Context: an optimization exercise on an open-source flow, tuned for small area, a short achievable clock period and few clock cycles per item. The choices shown serve that exercise and are no tape-out recipe.

==> flow/design.v <==
package ascon_pkg;
  localparam int unsigned STATE_W = 320;
  localparam int unsigned WORD_W  = 64;
  localparam int unsigned IDX_W   = 4;
  localparam int unsigned N_RC    = 12;
  function automatic logic [7:0] rc_tab(input logic [IDX_W-1:0] idx);
    case (idx)
      4'd0:    rc_tab = 8'hf0;
      4'd1:    rc_tab = 8'he1;
      4'd2:    rc_tab = 8'hd2;
      4'd3:    rc_tab = 8'hc3;
      4'd4:    rc_tab = 8'hb4;
      4'd5:    rc_tab = 8'ha5;
      4'd6:    rc_tab = 8'h96;
      4'd7:    rc_tab = 8'h87;
      4'd8:    rc_tab = 8'h78;
      4'd9:    rc_tab = 8'h69;
      4'd10:   rc_tab = 8'h5a;
      4'd11:   rc_tab = 8'h4b;
      default: rc_tab = 8'h00;
    endcase
  endfunction
endpackage
module ascon_inv_lin
(
  input  logic [319:0] i_state,
  output logic [319:0] o_state
);
  logic [63:0] w0_0, w0_1, w0_2, w0_3, w0_4;
  logic [63:0] w1_0, w1_1, w1_2, w1_3, w1_4, w1_5;
  logic [63:0] w2_0, w2_1, w2_2, w2_3, w2_4, w2_5;
  logic [63:0] w3_0, w3_1, w3_2, w3_3, w3_4, w3_5;
  logic [63:0] w4_0, w4_1, w4_2, w4_3, w4_4, w4_5;
  assign w0_0 = i_state[319:256];
  assign w0_1 = w0_0 ^ {w0_0[7:0], w0_0[63:8]} ^ {w0_0[39:0], w0_0[63:40]};
  assign w0_2 = w0_1 ^ {w0_1[7:0], w0_1[63:8]} ^ {w0_1[45:0], w0_1[63:46]};
  assign w0_3 = w0_2 ^ {w0_2[8:0], w0_2[63:9]} ^ {w0_2[44:0], w0_2[63:45]};
  assign w0_4 = w0_3 ^ {w0_3[11:0], w0_3[63:12]} ^ {w0_3[47:0], w0_3[63:48]};
  assign o_state[319:256] = {w0_4[50:0], w0_4[63:51]};
  assign w1_0 = i_state[255:192];
  assign w1_1 = w1_0 ^ {w1_0[2:0], w1_0[63:3]} ^ {w1_0[41:0], w1_0[63:42]};
  assign w1_2 = w1_1 ^ {w1_1[3:0], w1_1[63:4]} ^ {w1_1[7:0], w1_1[63:8]};
  assign w1_3 = w1_2 ^ {w1_2[3:0], w1_2[63:4]} ^ {w1_2[31:0], w1_2[63:32]};
  assign w1_4 = w1_3 ^ {w1_3[5:0], w1_3[63:6]} ^ {w1_3[19:0], w1_3[63:20]};
  assign w1_5 = w1_4 ^ {w1_4[11:0], w1_4[63:12]} ^ {w1_4[47:0], w1_4[63:48]};
  assign o_state[255:192] = {w1_5[18:0], w1_5[63:19]};
  assign w2_0 = i_state[191:128];
  assign w2_1 = w2_0 ^ {w2_0[0:0], w2_0[63:1]} ^ {w2_0[5:0], w2_0[63:6]};
  assign w2_2 = w2_1 ^ {w2_1[1:0], w2_1[63:2]} ^ {w2_1[11:0], w2_1[63:12]};
  assign w2_3 = w2_2 ^ {w2_2[3:0], w2_2[63:4]} ^ {w2_2[19:0], w2_2[63:20]};
  assign w2_4 = w2_3 ^ {w2_3[3:0], w2_3[63:4]} ^ {w2_3[31:0], w2_3[63:32]};
  assign w2_5 = w2_4 ^ {w2_4[7:0], w2_4[63:8]} ^ {w2_4[35:0], w2_4[63:36]};
  assign o_state[191:128] = {w2_5[3:0], w2_5[63:4]};
  assign w3_0 = i_state[127:64];
  assign w3_1 = w3_0 ^ {w3_0[3:0], w3_0[63:4]} ^ {w3_0[11:0], w3_0[63:12]};
  assign w3_2 = w3_1 ^ {w3_1[6:0], w3_1[63:7]} ^ {w3_1[53:0], w3_1[63:54]};
  assign w3_3 = w3_2 ^ {w3_2[7:0], w3_2[63:8]} ^ {w3_2[19:0], w3_2[63:20]};
  assign w3_4 = w3_3 ^ {w3_3[7:0], w3_3[63:8]} ^ {w3_3[43:0], w3_3[63:44]};
  assign w3_5 = w3_4 ^ {w3_4[13:0], w3_4[63:14]} ^ {w3_4[43:0], w3_4[63:44]};
  assign o_state[127:64] = {w3_5[25:0], w3_5[63:26]};
  assign w4_0 = i_state[63:0];
  assign w4_1 = w4_0 ^ {w4_0[3:0], w4_0[63:4]} ^ {w4_0[11:0], w4_0[63:12]};
  assign w4_2 = w4_1 ^ {w4_1[3:0], w4_1[63:4]} ^ {w4_1[49:0], w4_1[63:50]};
  assign w4_3 = w4_2 ^ {w4_2[3:0], w4_2[63:4]} ^ {w4_2[55:0], w4_2[63:56]};
  assign w4_4 = w4_3 ^ {w4_3[6:0], w4_3[63:7]} ^ {w4_3[40:0], w4_3[63:41]};
  assign w4_5 = w4_4 ^ {w4_4[19:0], w4_4[63:20]} ^ {w4_4[39:0], w4_4[63:40]};
  assign o_state[63:0] = {w4_5[53:0], w4_5[63:54]};
endmodule
module ascon_inv_sbox
(
  input  logic [319:0] i_state,
  input  logic [7:0]   i_rc,
  output logic [319:0] o_state
);
  logic [63:0] l0, l1, l2, l3, l4;
  logic [63:0] y0, y1, y2, y3, y4;
  logic [63:0] z0, z1, z2, z3, z4;
  logic [63:0] u2, u4;
  assign {l0, l1, l2, l3, l4} = i_state;
  assign y2 = ~l2;
  assign y3 = l3 ^ y2;
  assign y0 = l0 ^ l4;
  assign y1 = l1 ^ y0;
  assign y4 = l4;
  assign z0 = y0 ^ (~y1 & (y2 ^ (~y3 & y4)));
  assign z1 = y1 ^ (~y2 & (y3 ^ (~y4 & y0)));
  assign z2 = y2 ^ (~y3 & (y4 ^ (~y0 & y1)));
  assign z3 = y3 ^ (~y4 & (y0 ^ (~y1 & y2)));
  assign z4 = y4 ^ (~y0 & (y1 ^ (~y2 & y3)));
  assign u2 = z2 ^ z1;
  assign u4 = z4 ^ z3;
  assign o_state = {z0 ^ u4, z1, u2 ^ {56'd0, i_rc}, z3, u4};
endmodule
module ascon_inv_round
(
  input  logic [319:0] i_state,
  input  logic [7:0]   i_rc,
  output logic [319:0] o_state
);
  logic [319:0] w_lin;
  ascon_inv_lin  u_lin  (.i_state(i_state), .o_state(w_lin));
  ascon_inv_sbox u_sbox (.i_state(w_lin), .i_rc(i_rc), .o_state(o_state));
endmodule
module ascon_inv_permutation
(
  input  logic         clk,
  input  logic         rst,
  input  logic         in_valid,
  output logic         in_ready,
  input  logic [319:0] in_state,
  input  logic [3:0]   in_rounds,
  output logic         out_valid,
  input  logic         out_ready,
  output logic [319:0] out_state,
  output logic         busy
);
  logic [319:0] r_a, r_b;
  logic [319:0] w_lin, w_sbox;
  logic         r_va, r_da;
  logic [3:0]   r_ra, r_ia;
  logic         r_vb;
  logic [3:0]   r_rb, r_ib;
  logic         r_rb_is1, r_rb_le7, r_rb_le9;
  logic         r_ready, r_ov, r_busy;
  logic         w_is6, w_is8, w_is12;
  logic [3:0]   w_a;
  logic         w_stall, w_acc;
  logic         n_va, n_da, n_vb, n_ready;
  assign w_stall = r_ov & ~out_ready;
  assign w_acc   = in_valid & r_ready;
  assign w_is6  = (in_rounds == 4'd6);
  assign w_is8  = (in_rounds == 4'd8);
  assign w_is12 = ~w_is6 & ~w_is8;
  assign w_a    = w_is6 ? 4'd6 : (w_is8 ? 4'd8 : 4'd12);
  ascon_inv_lin u_lin (
    .i_state (r_a),
    .o_state (w_lin)
  );
  ascon_inv_sbox u_sbox (
    .i_state (r_b),
    .i_rc    (ascon_pkg::rc_tab(r_ib)),
    .o_state (w_sbox)
  );
  always_ff @(posedge clk) begin
    if (!w_stall) begin
      r_b <= w_lin;
      r_a <= r_vb ? w_sbox : in_state;
    end
  end
  assign n_vb = r_va & ~r_da;
  assign n_va = r_vb | w_acc;
  assign n_da = r_vb & r_rb_is1;
  always_comb begin
    if (r_vb)
      n_ready = ~n_vb & ~r_rb_is1 &
                (r_rb_le7 | (in_valid & w_is8 & r_rb_le9) | (in_valid & w_is12));
    else
      n_ready = ~n_vb & (~w_acc | w_is6);
  end
  always_ff @(posedge clk or posedge rst) begin
    if (rst) begin
      r_va     <= 1'b0;
      r_da     <= 1'b0;
      r_ra     <= 4'd0;
      r_ia     <= 4'd0;
      r_vb     <= 1'b0;
      r_rb     <= 4'd0;
      r_ib     <= 4'd0;
      r_rb_is1 <= 1'b0;
      r_rb_le7 <= 1'b0;
      r_rb_le9 <= 1'b0;
      r_ready  <= 1'b0;
      r_ov     <= 1'b0;
      r_busy   <= 1'b0;
    end else if (!w_stall) begin
      r_va     <= n_va;
      r_da     <= n_da;
      r_vb     <= n_vb;
      r_rb     <= r_ra;
      r_ib     <= r_ia;
      r_rb_is1 <= (r_ra == 4'd1);
      r_rb_le7 <= (r_ra <= 4'd7);
      r_rb_le9 <= (r_ra <= 4'd9);
      if (r_vb) begin
        r_ra <= r_rb - 4'd1;
        r_ia <= r_ib - 4'd1;
      end else begin
        r_ra <= w_a;
        r_ia <= 4'd11;
      end
      r_ready  <= n_ready;
      r_ov     <= n_da;
      r_busy   <= n_va | n_vb;
    end
  end
  assign in_ready  = r_ready;
  assign out_valid = r_ov;
  assign busy      = r_busy;
  assign out_state = r_a;
endmodule
make LEC_CHECK=0 CAP_MARGIN=20 CORE_MARGIN=2 CORE_UTILIZATION=40 SETUP_SLACK_MARGIN=2 SLEW_MARGIN=20 finish   # period 7.0 ns
run.sh (not shown) runs the stock make flow with config.mk's settings and CLKGATE_MAP_FILE= SYNTH_SCRIPT=/design/flow/synth_recipe.tcl, a recipe that flattens the netlist after the stock synthesis.
The first run completed without violations.
Next try:
Settings changed: CORE_UTILIZATION 40 to 55, SETUP_SLACK_MARGIN 2 to 3.5.
Routed wire length falls by 5.1%.
Global-route usage rises by 10 points.
Clock skew falls by 0.0052 ns.
Next try:
Settings changed: CORE_UTILIZATION 55 to 40, SETUP_SLACK_MARGIN 3.5 to 4.5.
Global-route usage falls by 7.2 points.
Non-clock buffer count increases by 2101.
No functional check of the RTL was part of any run of this note.

---

Starts from the design.v that is shown in full above.
clock: 7.0 ns
lec_check: 0
cap_margin: 20
core_margin: 2
core_utilization: 40
setup_slack_margin: 3.5
slew_margin: 20
The baseline completed with no timing, DRC or antenna violations.
Next try:
==> flow/flow/run.sh (new file) <==
#!/bin/bash
# The standard ORFS layout (the standard.sh, all steps, standard synthesis),
# with one change: the buffers that buffer_ports puts on every input and output
# port are buf_2 cells instead of the default delay-buffer cell.
set -euo pipefail
export BUFFER_PORTS_ARGS="-buffer_cell sky130_fd_sc_hd__buf_2"
bash standard.sh finish > standard_flow.log 2>&1
==> flow/standard.sh (new file) <==
#!/bin/bash
# synth_recipe.tcl (not shown) runs the flow's synth.tcl, then flattens the netlist and writes it again
# the make line also repeats each setting of config.mk as NAME=value (left out here)
make -C /OpenROAD-flow-scripts/flow DESIGN_CONFIG=/design/flow/config.mk WORK_HOME=/design/flow/orfs CLKGATE_MAP_FILE= SYNTH_SCRIPT=/design/flow/synth_recipe.tcl "${@:-finish}"
removed: flow/run.sh
- cell count is about the same
- count of clock-buffer cells in the layout came out higher by 4
- core utilization came out lower by 2.0 points
- synthesized area stays the same
- cell area came out lower by a few percent
Function was not checked in any run of this note: the RTL went through the layout flow alone.

-- port drivers added, routing unchanged --
In the flow no input, the clock included, has a driving cell. The finished layouts below were timed again as built, in two steps.
Step 1 (the two cells are an assumption about what drives the block):
set clk [get_ports {clk}]
set_driving_cell -lib_cell sky130_fd_sc_hd__clkbuf_16 $clk
set_driving_cell -lib_cell sky130_fd_sc_hd__buf_2 [delete_from_list [all_inputs] $clk]
Step 2 adds t to the input delays and takes it off the output delays; t is the mean of the earliest and latest rising clock arrival at the registers after step 1. Input paths then give back, and output paths get back, about the clock's delay inside the block.
Three values: ideal, step 1, step 2; two values: the first two.
run	shift t [ns]	slack for setup (ns)	hold WS [ns]	worst data-port slew with drivers (ns)	pins driven straight from the clock port
the first run of note 1	0.832	2.972 / 2.972 / 2.562	0.481 / 0.481 / 0.481	0.16	1
the second run of note 1	0.766	3.368 / 3.368 / 2.980	0.470 / 0.470 / 0.470	0.09	1
the third run of note 1	0.819	3.671 / 3.671 / 3.671	0.487 / 0.487 / 0.487	0.17	1
the first run of note 2	0.803	3.447 / 3.405 / 2.919	0.476 / 0.476 / 0.476	0.15	1
the second run of note 2	0.830	3.249 / 3.249 / 3.077	0.447 / 0.447 / 0.447	0.16	1
After both steps setup and hold are still met in every run listed. The setup slack of the first run of note 2, which loses most, moves by -0.042 ns with the drivers and by -0.528 ns with both steps.
